From an optimization exercise on the open Yosys and OpenROAD flow, aimed at small area, a short achievable clock period and few clock cycles; shortcuts taken in it are not production practice.
Only simulation tests tie the RTL to the original design; equivalence was not proved.
Power is estimated from default activity; no workload was simulated.

--- flow/config.mk ---
export PLATFORM = sky130hd
export DESIGN_NAME = smdv_top
export DESIGN_NICKNAME = smdv_top
export VERILOG_FILES = /design/flow/design.v
export SDC_FILE = /design/flow/constraint.sdc
export NUM_CORES = 4
export LEC_CHECK = 0
export CAP_MARGIN = 20
export CORE_MARGIN = 2
export CORE_UTILIZATION = 40
export SLEW_MARGIN = 20
--- flow/constraint.sdc ---
create_clock -name core_clock -period 10.0 [get_ports {clk_i}]
set_input_delay 2.0000 -clock core_clock [delete_from_list [all_inputs] [get_ports {clk_i}]]
set_output_delay 2.0000 -clock core_clock [all_outputs]
set_load 0.01 [all_outputs]
--- flow/design.v ---
package smdv_pkg;
  localparam int VALUE_W = 16;
  localparam int DIM_W   = 6;
  localparam int MEAN_W  = 16;
  localparam int VAR_W   = 31;
  localparam int DIMS_DEF       = 39;
  localparam int MAX_FRAMES_DEF = 1024;
  localparam longint MEAN_MAX     = 32767;
  localparam longint MEAN_NEG_MAG = 32768;
  localparam longint VAR_MAX      = 64'h7FFF_FFFF;
  localparam logic [1:0] MODE_PUSH   = 2'd0;
  localparam logic [1:0] MODE_REPORT = 2'd1;
  localparam logic [1:0] MODE_CLEAR  = 2'd2;
  typedef struct packed {
    logic [1:0]                mode;
    logic signed [VALUE_W-1:0] value;
  } in_t;
  typedef struct packed {
    logic [DIM_W-1:0]         dimension;
    logic signed [MEAN_W-1:0] mean;
    logic [VAR_W-1:0]         variance;
    logic                     empty_res;
    logic                     dropped;
    logic                     last;
  } out_t;
  typedef enum logic {
    ALU_MUL = 1'b0,
    ALU_DIV = 1'b1
  } alu_op_e;
  typedef struct packed {
    logic    start;
    alu_op_e op;
  } alu_ctl_t;
  typedef struct packed {
    logic done;
    logic rem_nz;
  } alu_sts_t;
  typedef struct packed {
    logic rd_en;
    logic wr_en;
    logic clr;
  } mem_ctl_t;
endpackage
module smdv_alu #(
  parameter int W = 54
) (
  input  logic               clk_i,
  input  logic               rst_ni,
  input  smdv_pkg::alu_ctl_t ctl_i,
  input  logic [W-1:0]       a_i,
  input  logic [W-1:0]       b_i,
  input  logic [$clog2(W+1)-1:0] steps_i,
  output logic [W-1:0]       res_o,
  output smdv_pkg::alu_sts_t sts_o
);
  localparam int CW = $clog2(W + 1);
  smdv_pkg::alu_op_e op_q;
  logic [W-1:0]  acc_q, acc_d;
  logic [W-1:0]  mcd_q, mcd_d;
  logic [W-1:0]  mpl_q, mpl_d;
  logic [CW-1:0] cnt_q;
  logic          run_q;
  logic          done_q;
  logic          is_div;
  logic [W:0]    add_x;
  logic [W:0]    add_y;
  logic [W+1:0]  add_s;
  logic          ge;
  assign is_div = (op_q == smdv_pkg::ALU_DIV);
  assign add_x  = is_div ? {acc_q, mpl_q[W-1]} : {1'b0, acc_q};
  assign add_y  = is_div ? ~{1'b0, mcd_q} : {1'b0, mcd_q};
  assign add_s  = {1'b0, add_x} + {1'b0, add_y} + {{(W+1){1'b0}}, is_div};
  assign ge     = add_s[W+1];
  always_comb begin
    acc_d = acc_q;
    mcd_d = mcd_q;
    mpl_d = mpl_q;
    if (is_div) begin
      acc_d = ge ? add_s[W-1:0] : add_x[W-1:0];
      mpl_d = {mpl_q[W-2:0], ge};
    end else begin
      acc_d = mpl_q[0] ? add_s[W-1:0] : acc_q;
      mcd_d = {mcd_q[W-2:0], 1'b0};
      mpl_d = {1'b0, mpl_q[W-1:1]};
    end
  end
  always_ff @(posedge clk_i) begin
    if (ctl_i.start) begin
      acc_q <= '0;
      mcd_q <= (ctl_i.op == smdv_pkg::ALU_DIV) ? b_i : a_i;
      mpl_q <= (ctl_i.op == smdv_pkg::ALU_DIV) ? a_i : b_i;
    end else if (run_q) begin
      acc_q <= acc_d;
      mcd_q <= mcd_d;
      mpl_q <= mpl_d;
    end
  end
  always_ff @(posedge clk_i or negedge rst_ni) begin
    if (!rst_ni) begin
      op_q   <= smdv_pkg::ALU_MUL;
      cnt_q  <= '0;
      run_q  <= 1'b0;
      done_q <= 1'b0;
    end else if (ctl_i.start) begin
      op_q   <= ctl_i.op;
      cnt_q  <= steps_i;
      run_q  <= 1'b1;
      done_q <= 1'b0;
    end else begin
      done_q <= run_q && (cnt_q == CW'(1));
      if (run_q) begin
        cnt_q <= cnt_q - CW'(1);
        if (cnt_q == CW'(1)) begin
          run_q <= 1'b0;
        end
      end
    end
  end
  assign res_o        = is_div ? mpl_q : acc_q;
  assign sts_o.done   = done_q;
  assign sts_o.rem_nz = |acc_q;
endmodule
module smdv_store #(
  parameter int DIMS  = 39,
  parameter int AW    = 6,
  parameter int SUM_W = 27,
  parameter int SQ_W  = 41
) (
  input  logic                    clk_i,
  input  logic                    rst_ni,
  input  smdv_pkg::mem_ctl_t      ctl_i,
  input  logic [AW-1:0]           rd_addr_i,
  input  logic [AW-1:0]           wr_addr_i,
  input  logic signed [SUM_W-1:0] wr_sum_i,
  input  logic [SQ_W-1:0]         wr_sq_i,
  output logic signed [SUM_W-1:0] rd_sum_o,
  output logic [SQ_W-1:0]         rd_sq_o
);
  logic signed [SUM_W-1:0] sum_mem [DIMS];
  logic [SQ_W-1:0]         sq_mem  [DIMS];
  logic [DIMS-1:0]         vld_q;
  logic signed [SUM_W-1:0] rd_sum_q;
  logic [SQ_W-1:0]         rd_sq_q;
  logic                    rd_vld_q;
  always_ff @(posedge clk_i) begin
    if (ctl_i.wr_en) begin
      sum_mem[wr_addr_i] <= wr_sum_i;
      sq_mem[wr_addr_i]  <= wr_sq_i;
    end
    if (ctl_i.rd_en) begin
      rd_sum_q <= sum_mem[rd_addr_i];
      rd_sq_q  <= sq_mem[rd_addr_i];
    end
  end
  always_ff @(posedge clk_i or negedge rst_ni) begin
    if (!rst_ni) begin
      vld_q    <= '0;
      rd_vld_q <= 1'b0;
    end else begin
      if (ctl_i.clr) begin
        vld_q <= '0;
      end else if (ctl_i.wr_en) begin
        vld_q[wr_addr_i] <= 1'b1;
      end
      if (ctl_i.rd_en) begin
        rd_vld_q <= vld_q[rd_addr_i];
      end
    end
  end
  assign rd_sum_o = rd_vld_q ? rd_sum_q : '0;
  assign rd_sq_o  = rd_vld_q ? rd_sq_q : '0;
endmodule
module segment_mean_diag_variance_top #(
  parameter int DIMS       = smdv_pkg::DIMS_DEF,
  parameter int MAX_FRAMES = smdv_pkg::MAX_FRAMES_DEF
) (
  input  logic           clk_i,
  input  logic           rst_ni,
  input  logic           start_i,
  input  smdv_pkg::in_t  in_i,
  output logic           busy_o,
  output logic           out_valid_o,
  output smdv_pkg::out_t out_o
);
  localparam int VALUE_W = smdv_pkg::VALUE_W;
  localparam int DIM_W   = smdv_pkg::DIM_W;
  localparam int MEAN_W  = smdv_pkg::MEAN_W;
  localparam int VAR_W   = smdv_pkg::VAR_W;
  localparam int AW      = (DIMS > 1) ? $clog2(DIMS) : 1;
  localparam int CNT_W   = $clog2(MAX_FRAMES + 1);
  localparam int SUM_W   = VALUE_W + CNT_W;
  localparam int SQ_W    = 2 * VALUE_W - 2 + CNT_W;
  localparam int MW      = 2 * CNT_W + 2 * VALUE_W;
  localparam int CW      = $clog2(MW + 1);
  typedef enum logic [8:0] {
    S_IDLE = 9'b000000001,
    S_PSQ  = 9'b000000010,
    S_RNN  = 9'b000000100,
    S_RRD  = 9'b000001000,
    S_RS1  = 9'b000010000,
    S_RNS  = 9'b000100000,
    S_RVD  = 9'b001000000,
    S_RMD  = 9'b010000000,
    S_RZ   = 9'b100000000
  } state_e;
  state_e state_q, state_d;
  logic [AW-1:0]             pos_q, pos_d;
  logic [CNT_W-1:0]          frame_cnt_q, frame_cnt_d;
  logic                      ovf_q, ovf_d;
  logic [AW-1:0]             d_q, d_d;
  logic signed [VALUE_W-1:0] v_q, v_d;
  logic [SUM_W-1:0]          abs_s1_q, abs_s1_d;
  logic                      s1_neg_q, s1_neg_d;
  logic [SQ_W-1:0]           s2_q, s2_d;
  logic [MW-1:0]             sq1_q, sq1_d;
  logic [2*CNT_W-1:0]        nn_q, nn_d;
  logic [VAR_W-1:0]          var_q, var_d;
  logic                      out_valid_q;
  smdv_pkg::out_t            out_q, out_d;
  logic                      emit;
  smdv_pkg::alu_ctl_t        alu_ctl;
  smdv_pkg::alu_sts_t        alu_sts;
  logic [MW-1:0]             alu_a, alu_b, alu_res;
  logic [CW-1:0]             alu_steps;
  smdv_pkg::mem_ctl_t        mem_ctl;
  logic [AW-1:0]             mem_rd_addr;
  logic signed [SUM_W-1:0]   mem_rd_sum, mem_wr_sum;
  logic [SQ_W-1:0]           mem_rd_sq, mem_wr_sq;
  logic                      full;
  logic                      pos_wrap;
  logic [AW-1:0]             pos_inc;
  logic                      d_last;
  logic [VALUE_W:0]          val_ext, abs_in;
  logic [SUM_W-1:0]          abs_rd;
  logic [MW-1:0]             n_ext;
  logic [MW-1:0]             mean_dvd;
  logic                      num_pos;
  logic [MW-1:0]             num;
  logic [SUM_W-1:0]          quo;
  logic [SUM_W:0]            mag;
  logic [SUM_W:0]            neg_full;
  logic [MEAN_W-1:0]         mean_val;
  logic [VAR_W-1:0]          var_sat;
  smdv_alu #(
    .W (MW)
  ) u_alu (
    .clk_i   (clk_i),
    .rst_ni  (rst_ni),
    .ctl_i   (alu_ctl),
    .a_i     (alu_a),
    .b_i     (alu_b),
    .steps_i (alu_steps),
    .res_o   (alu_res),
    .sts_o   (alu_sts)
  );
  smdv_store #(
    .DIMS  (DIMS),
    .AW    (AW),
    .SUM_W (SUM_W),
    .SQ_W  (SQ_W)
  ) u_store (
    .clk_i     (clk_i),
    .rst_ni    (rst_ni),
    .ctl_i     (mem_ctl),
    .rd_addr_i (mem_rd_addr),
    .wr_addr_i (pos_q),
    .wr_sum_i  (mem_wr_sum),
    .wr_sq_i   (mem_wr_sq),
    .rd_sum_o  (mem_rd_sum),
    .rd_sq_o   (mem_rd_sq)
  );
  assign full     = (frame_cnt_q >= CNT_W'(MAX_FRAMES));
  assign pos_wrap = (pos_q == AW'(DIMS - 1));
  assign pos_inc  = pos_wrap ? '0 : pos_q + AW'(1);
  assign d_last   = (d_q == AW'(DIMS - 1));
  assign val_ext  = {in_i.value[VALUE_W-1], in_i.value};
  assign abs_in   = val_ext[VALUE_W] ? (VALUE_W+1)'(0) - val_ext : val_ext;
  assign abs_rd   = mem_rd_sum[SUM_W-1] ? SUM_W'(0) - SUM_W'(mem_rd_sum)
                                        : SUM_W'(mem_rd_sum);
  assign n_ext    = MW'(frame_cnt_q);
  assign mean_dvd = {abs_s1_q, {(MW-SUM_W){1'b0}}};
  assign num_pos  = (alu_res > sq1_q);
  assign num      = alu_res - sq1_q;
  assign mem_wr_sum = mem_rd_sum + {{(SUM_W-VALUE_W){v_q[VALUE_W-1]}}, v_q};
  assign mem_wr_sq  = mem_rd_sq + alu_res[SQ_W-1:0];
  assign quo      = alu_res[SUM_W-1:0];
  assign mag      = {1'b0, quo} + {{SUM_W{1'b0}}, alu_sts.rem_nz};
  assign neg_full = (SUM_W+1)'(0) - mag;
  always_comb begin
    if (!s1_neg_q) begin
      mean_val = (quo > SUM_W'(smdv_pkg::MEAN_MAX)) ? MEAN_W'(smdv_pkg::MEAN_MAX)
                                                    : quo[MEAN_W-1:0];
    end else begin
      mean_val = (mag > (SUM_W+1)'(smdv_pkg::MEAN_NEG_MAG))
                 ? MEAN_W'(smdv_pkg::MEAN_NEG_MAG) : neg_full[MEAN_W-1:0];
    end
  end
  assign var_sat = (alu_res > MW'(smdv_pkg::VAR_MAX)) ? VAR_W'(smdv_pkg::VAR_MAX)
                                                      : alu_res[VAR_W-1:0];
  always_comb begin
    state_d     = state_q;
    pos_d       = pos_q;
    frame_cnt_d = frame_cnt_q;
    ovf_d       = ovf_q;
    d_d         = d_q;
    v_d         = v_q;
    abs_s1_d    = abs_s1_q;
    s1_neg_d    = s1_neg_q;
    s2_d        = s2_q;
    sq1_d       = sq1_q;
    nn_d        = nn_q;
    var_d       = var_q;
    out_d       = out_q;
    emit        = 1'b0;
    alu_ctl.start = 1'b0;
    alu_ctl.op    = smdv_pkg::ALU_MUL;
    alu_a       = '0;
    alu_b       = '0;
    alu_steps   = '0;
    mem_ctl     = '0;
    mem_rd_addr = d_q;
    unique case (state_q)
      S_IDLE: begin
        if (start_i) begin
          unique case (in_i.mode)
            smdv_pkg::MODE_PUSH: begin
              if (full) begin
                ovf_d = 1'b1;
                pos_d = pos_inc;
              end else begin
                v_d           = in_i.value;
                mem_ctl.rd_en = 1'b1;
                mem_rd_addr   = pos_q;
                alu_ctl.start = 1'b1;
                alu_a         = MW'(abs_in);
                alu_b         = MW'(abs_in);
                alu_steps     = CW'(VALUE_W);
                state_d       = S_PSQ;
              end
            end
            smdv_pkg::MODE_REPORT: begin
              d_d = '0;
              if (frame_cnt_q == '0) begin
                state_d = S_RZ;
              end else begin
                alu_ctl.start = 1'b1;
                alu_a         = n_ext;
                alu_b         = n_ext;
                alu_steps     = CW'(CNT_W);
                state_d       = S_RNN;
              end
            end
            smdv_pkg::MODE_CLEAR: begin
              mem_ctl.clr = 1'b1;
              pos_d       = '0;
              frame_cnt_d = '0;
              ovf_d       = 1'b0;
            end
            default: ;
          endcase
        end
      end
      S_PSQ: begin
        if (alu_sts.done) begin
          mem_ctl.wr_en = 1'b1;
          pos_d         = pos_inc;
          if (pos_wrap) begin
            frame_cnt_d = frame_cnt_q + CNT_W'(1);
          end
          state_d = S_IDLE;
        end
      end
      S_RNN: begin
        if (alu_sts.done) begin
          nn_d          = alu_res[2*CNT_W-1:0];
          mem_ctl.rd_en = 1'b1;
          state_d       = S_RRD;
        end
      end
      S_RRD: begin
        abs_s1_d      = abs_rd;
        s1_neg_d      = mem_rd_sum[SUM_W-1];
        s2_d          = mem_rd_sq;
        alu_ctl.start = 1'b1;
        alu_a         = MW'(abs_rd);
        alu_b         = MW'(abs_rd);
        alu_steps     = CW'(SUM_W);
        state_d       = S_RS1;
      end
      S_RS1: begin
        if (alu_sts.done) begin
          sq1_d         = alu_res;
          alu_ctl.start = 1'b1;
          alu_a         = MW'(s2_q);
          alu_b         = n_ext;
          alu_steps     = CW'(CNT_W);
          state_d       = S_RNS;
        end
      end
      S_RNS: begin
        if (alu_sts.done) begin
          alu_ctl.start = 1'b1;
          alu_ctl.op    = smdv_pkg::ALU_DIV;
          if (num_pos) begin
            alu_a     = num;
            alu_b     = MW'(nn_q);
            alu_steps = CW'(MW);
            state_d   = S_RVD;
          end else begin
            var_d     = '0;
            alu_a     = mean_dvd;
            alu_b     = n_ext;
            alu_steps = CW'(SUM_W);
            state_d   = S_RMD;
          end
        end
      end
      S_RVD: begin
        if (alu_sts.done) begin
          var_d         = var_sat;
          alu_ctl.start = 1'b1;
          alu_ctl.op    = smdv_pkg::ALU_DIV;
          alu_a         = mean_dvd;
          alu_b         = n_ext;
          alu_steps     = CW'(SUM_W);
          state_d       = S_RMD;
        end
      end
      S_RMD: begin
        if (alu_sts.done) begin
          emit            = 1'b1;
          out_d.dimension = DIM_W'(d_q);
          out_d.mean      = mean_val;
          out_d.variance  = var_q;
          out_d.empty_res = 1'b0;
          out_d.dropped   = ovf_q;
          out_d.last      = d_last;
          if (d_last) begin
            state_d = S_IDLE;
          end else begin
            d_d           = d_q + AW'(1);
            mem_ctl.rd_en = 1'b1;
            mem_rd_addr   = d_q + AW'(1);
            state_d       = S_RRD;
          end
        end
      end
      S_RZ: begin
        emit            = 1'b1;
        out_d.dimension = DIM_W'(d_q);
        out_d.mean      = '0;
        out_d.variance  = '0;
        out_d.empty_res = 1'b1;
        out_d.dropped   = ovf_q;
        out_d.last      = d_last;
        if (d_last) begin
          state_d = S_IDLE;
        end else begin
          d_d = d_q + AW'(1);
        end
      end
      default: begin
        state_d = S_IDLE;
      end
    endcase
  end
  always_ff @(posedge clk_i or negedge rst_ni) begin
    if (!rst_ni) begin
      state_q     <= S_IDLE;
      pos_q       <= '0;
      frame_cnt_q <= '0;
      ovf_q       <= 1'b0;
      d_q         <= '0;
      out_valid_q <= 1'b0;
    end else begin
      state_q     <= state_d;
      pos_q       <= pos_d;
      frame_cnt_q <= frame_cnt_d;
      ovf_q       <= ovf_d;
      d_q         <= d_d;
      out_valid_q <= emit;
    end
  end
  always_ff @(posedge clk_i) begin
    v_q      <= v_d;
    abs_s1_q <= abs_s1_d;
    s1_neg_q <= s1_neg_d;
    s2_q     <= s2_d;
    sq1_q    <= sq1_d;
    nn_q     <= nn_d;
    var_q    <= var_d;
    out_q    <= out_d;
  end
  assign busy_o      = (state_q != S_IDLE);
  assign out_valid_o = out_valid_q;
  assign out_o       = out_q;
endmodule
module smdv_top (
  input  logic        clk_i,
  input  logic        rst_ni,
  input  logic        start_i,
  input  logic [17:0] in_i,
  output logic        busy_o,
  output logic        out_valid_o,
  output logic [55:0] out_o
);
  smdv_pkg::in_t  in_s;
  smdv_pkg::out_t out_s;
  assign in_s  = in_i;
  assign out_o = out_s;
  segment_mean_diag_variance_top u_core (
    .clk_i       (clk_i),
    .rst_ni      (rst_ni),
    .start_i     (start_i),
    .in_i        (in_s),
    .busy_o      (busy_o),
    .out_valid_o (out_valid_o),
    .out_o       (out_s)
  );
endmodule
--- flow/run.sh ---
#!/bin/bash
# synth_recipe.tcl (not shown) runs the flow's synth.tcl, then flattens the netlist and writes it again
# the make line also repeats each setting of config.mk as NAME=value (left out here)
make -C /OpenROAD-flow-scripts/flow DESIGN_CONFIG=/design/flow/config.mk WORK_HOME=/design/flow/orfs CLKGATE_MAP_FILE= SYNTH_SCRIPT=/design/flow/synth_recipe.tcl finish
==> results_dict.tcl <==
set metrics [dict create \
    status "complete, no violations" \
    worst_pin_slew_ps 1160 \
    synthToLayoutAreaGrowth_pct 12.9 \
    synth_edf_count 3076 \
    final_antenna_net_count 0 \
    fillers 29600 \
    ys_seq_area_share_pct 69.2 \
    skew_ps 98.9 \
    grt_pass1_wl_um 587000 \
    max_slew_margin_pct 22.3 \
    wl_met3_um 35000 \
    hold_viol 0 \
    fp.dieArea_um2 350000 \
    finalSetupViolCount 0 \
    finalWirelength_um 412000 \
    p_total_mw 58.4 \
    fin_crit_sh_pct 68.4 \
    grt_max_degree 188 \
    cts_tree "yes" \
    drt-pass1-iter-count 6 \
    final_cells 13800 \
    critPathCaptureType "flip-flop" \
    hold_path_depth 0 \
    antenna_found_initial 28 \
    slowest_stage "a221oi_1" \
    die_w_um 592 \
    fmax_ghz 0.146 \
    clockRootBuffer "clkbuf_16" \
    period_needed_ps 6840 \
    initial_core_util_pct 40.2 \
    dr.max_layer_used "met5" \
    synth_area_um2 138000 \
    clk_pin_slew_ps 60 \
    drv_slew 0 \
    synth_cells 8866 \
    vdd.ir_drop.worst_uv 448 \
    num_io_pins 79 \
    die_h_um 592 \
    wl_met1_um 172000 \
    vias_per_cell 5.99 \
    syn_nets 9084 \
    portBuffers 78 \
    crit_path_max_incr_delay_ps 930 \
    reg2reg_depth 16 \
    grt_pass1_vias 80300 \
    cts_setup_buffers 0 \
    clkSinkCount 3213 \
    ys_types 104 \
    power_density_nw_per_um2 374 \
    synthArstFlopShare_pct 2.58 \
    cts_max_path_buffers 4 \
    htree_num_levels 5 \
    pre_cts_slack_ps 3180 \
    holdBufCountCts 0 \
    start_kind "flip-flop" \
    wl_met2_um 192000 \
    rsz0062_at_grt "false" \
    drtIter0Drc 11100 \
    worstPathRequired_ps 10550 \
    hpwlAfterDp_um 239000 \
    grt_util_all_layers_pct 23.1 \
    leakage_nw 51.5 \
    coreArea_um2 343000 \
    ctsResizeCount 0 \
    nets 9228 \
    cts_buffers 336 \
    avgSynthCellArea_um2 15.6 \
    drv_cap 0 \
    ys.flop_type "edfxtp_1" \
    ys.warnings.count 3 \
    finalSetupTns_ps 0 \
    crit_chain "buf_4 > mux2i_1 > buf_4 > inv_1 > ha_1 > ha_1 > o221a_1 > and3_1 > inv_1 > or4_1 > mux2i_1 > nor2_1 > a41oi_1 > a2111oi_4 > o21ai_2 > a221oi_1" \
    setup_ws_ps 3160 \
    final_util_pct 45.4 \
    drive_above_1_share_pct 15.2 \
    hp-class "reg2reg" \
    arrival_ps 7390 \
    path_max_fanout 47 \
    rows 215 \
    dp_cells 13200 \
    ys_seq_elements 3213 \
    vias 82800 \
    clk_latency_ps 960 \
    drc 0 \
    place.gp.congestion 0.943 \
    overflow 0 \
    post_drt_wl_per_cell_um 29.8 \
    worstSetupPathType "reg2reg" \
]
-- cell usage in the layout (no fill, tap or decap), types with 54 or more instances in the layout --
cell | synthesis | routed
o21ai_0 | 260 | 257
nand3_1 | 259 | 257
mux4_2 | 549 | 549
and2_1 | 161 | 160
clkbuf_1 | 261 | 71
mux2i_1 | 172 | 172
buf_4 | 52 | 173
a311oi_1 | 101 | 100
dfrtp_1 | 82 | 80
nand2_1 | 963 | 961
inv_1 | 171 | 169
a221oi_1 | 69 | 68
a21o_1 | 106 | 105
o211ai_1 | 69 | 69
nor2_1 | 393 | 342
nand2b_1 | 99 | 98
dfxtp_1 | 54 | 54
xor2_1 | 142 | 124
clkdlybuf4s50_1 | 0 | 77
clkinv_2 | 0 | 59
edfxtp_1 | 3076 | 3076
clkbuf_16 | 0 | 344
xnor2_1 | 130 | 93
a21oi_1 | 507 | 502
clkinv_1 | 3 | 70
ha_1 | 193 | 193
a31oi_1 | 106 | 106
nand4_1 | 55 | 55
-- cell families (layout without fill, tap and decap cells) --
kind of cell	Yosys count	in the layout	synth area share, %
AO/OA/AOI/OAI	1590	1590	7.46
multiplexers	733	733	10.3
AND/OR/NAND/NOR	2193	2193	7.31
flip-flops	3213	3213	69.2
XOR/XNOR	272	272	1.72
other	0	6	0
adder cells (fa/ha/maj)	197	197	1.81
buffers and inverters	668	1075	2.24
-- layer usage --
metal,vias to the layer above,global-route usage (%)
met2,4025,36.5
met1,43100,33.1
met3,666,3.39
met5,-,0
met4,12,7.15
li1,35000,-
-- flip-flops by register name (all words and copies together), names as in the netlist, 6 cells and up --
| register | cells |
|---|---|
| u_core.u_store.sq_mem | 1599 |
| u_core.u_store.sum_mem | 1053 |
| u_core.out_q | 56 |
| u_core.sq1_q | 54 |
| u_core.u_alu.acc_q | 54 |
| u_core.u_alu.mcd_q | 54 |
| u_core.u_alu.mpl_q | 54 |
| u_core.s2_q | 41 |
| u_core.u_store.rd_sq_q | 41 |
| u_core.u_store.vld_q | 39 |
| u_core.var_q | 31 |
| u_core.abs_s1_q | 27 |
| u_core.u_store.rd_sum_q | 27 |
| u_core.nn_q | 22 |
| u_core.v_q | 16 |
| u_core.frame_cnt_q | 11 |
| u_core.state_q | 9 |
| u_core.d_q | 6 |
| u_core.pos_q | 6 |
| u_core.u_alu.cnt_q | 6 |
-- through the flow --
step	cell area [um^2]	hold slack [ps]
detailed placement	145000	464
floorplan	138000	423
global placement	145000	451
global route	156000	503
CTS	156000	483
finish	156000	491
-- synth_stat cells (all sizes together), types with 23 or more instances --
| library cell | instances | share of area, % |
|---|---|---|
| and3 | 35 | 0.16 |
| dfrtp | 82 | 1.5 |
| mux4 | 549 | 9.0 |
| ha | 193 | 1.7 |
| o21bai | 24 | 0.13 |
| and2 | 163 | 0.74 |
| nand4 | 55 | 0.25 |
| dfxtp | 54 | 0.78 |
| a21oi | 508 | 1.8 |
| o211ai | 69 | 0.38 |
| nor4 | 42 | 0.21 |
| o21ai | 303 | 1.1 |
| a221o | 28 | 0.20 |
| a221oi | 69 | 0.44 |
| a21o | 106 | 0.58 |
| a22oi | 34 | 0.19 |
| nand2b | 101 | 0.46 |
| nor3 | 52 | 0.19 |
| a311oi | 101 | 0.64 |
| nand3 | 259 | 0.94 |
| clkbuf | 261 | 0.71 |
| o31ai | 33 | 0.18 |
| a31oi | 106 | 0.48 |
| xnor2 | 130 | 0.82 |
| mux2i | 172 | 1.2 |
| nor2 | 395 | 1.1 |
| or3 | 23 | 0.10 |
| buf | 232 | 1.1 |
| nand2 | 963 | 2.6 |
| edfxtp | 3076 | 67 |
| nor2b | 38 | 0.17 |
| o21a | 28 | 0.15 |
| xor2 | 142 | 0.90 |
| inv | 172 | 0.47 |
| a211oi | 45 | 0.24 |
-- power breakdown --
group | leakage, nW | total (mW) | switching, mW | internal (mW)
Combinational | 17.1 | 25.2 | 16.5 | 8.64
Sequential | 29.3 | 21.1 | 0.758 | 20.4
Clock | 5.12 | 12.1 | 5.23 | 6.83
Total | 51.5 | 58.4 | 22.5 | 35.9
-- layout make-up --
cell class | count | area [um^2] | share of cell area, %
Sequential cell | 3213 | 95500 | 61.3
Multi-Input combinational cell | 4985 | 40500 | 26.0
Clock buffer | 422 | 8970 | 5.75
Tap cell | 4557 | 5700 | 3.66
Timing Repair Buffer | 299 | 3070 | 1.97
Clock inverter | 179 | 1480 | 0.951
Inverter | 175 | 658 | 0.422
Antenna cell | 6 | 15.0 | 0.00963
-- critical path: cells and delay by family, from the launching register on --
| family | cells | cell delay (ps) |
|---|---|---|
| DFF | 1 | 810 |
| adders and majority gates | 2 | 450 |
| muxes | 2 | 280 |
| buffers and inverters | 4 | 1190 |
| AOI/OAI and AO/OA | 5 | 2510 |
| and+or+nand+nor | 3 | 1160 |
-- worst paths after layout --
path | start | endpoint | slack [ps]
worst min-delay path | u_core.ovf_q | u_core.out_q[1] | 490
worst max-delay path | u_core.u_alu.op_q | u_core.out_q[36] | 3160
worst max register to register | u_core.u_alu.op_q | u_core.out_q[36] | 3160
worst min register to register | u_core.ovf_q | u_core.out_q[1] | 490
max in group asynchronous | rst_ni | u_core.u_alu.op_q | 7740
min in group asynchronous | rst_ni | u_core.u_store.vld_q[38] | 1040
Testbench counts, summed over its fixed seeds: cycles 374,736.

-- re-timing with driven ports --
The results above use ideal ports. As a check the final layout listed here was re-extracted and re-timed, cells and wires unchanged.
Step 1, drivers: a clkbuf_16 drives clk_i and a buf_2 each remaining input, both assumed.
Step 2 adds t to the input delays and takes it off the output delays; t is the mean of the earliest and latest rising clock arrival at the registers after step 1. Input paths then give back, and output paths get back, about the clock's delay inside the block.
Three values: ideal, step 1, step 2; two values: the first two.
shift t [ns]: 1.010
slack for setup (ns): 3.155 / 3.155 / 3.068
worst setup path at the end: input to register
worst register clock-pin slew, ns: 0.07 / 0.07
worst slew at a driven data input, ns: 0.12
After both steps setup and hold are still met in this run. For this run, drivers alone change the setup slack by 0.000 ns; drivers and shift together by -0.087 ns.
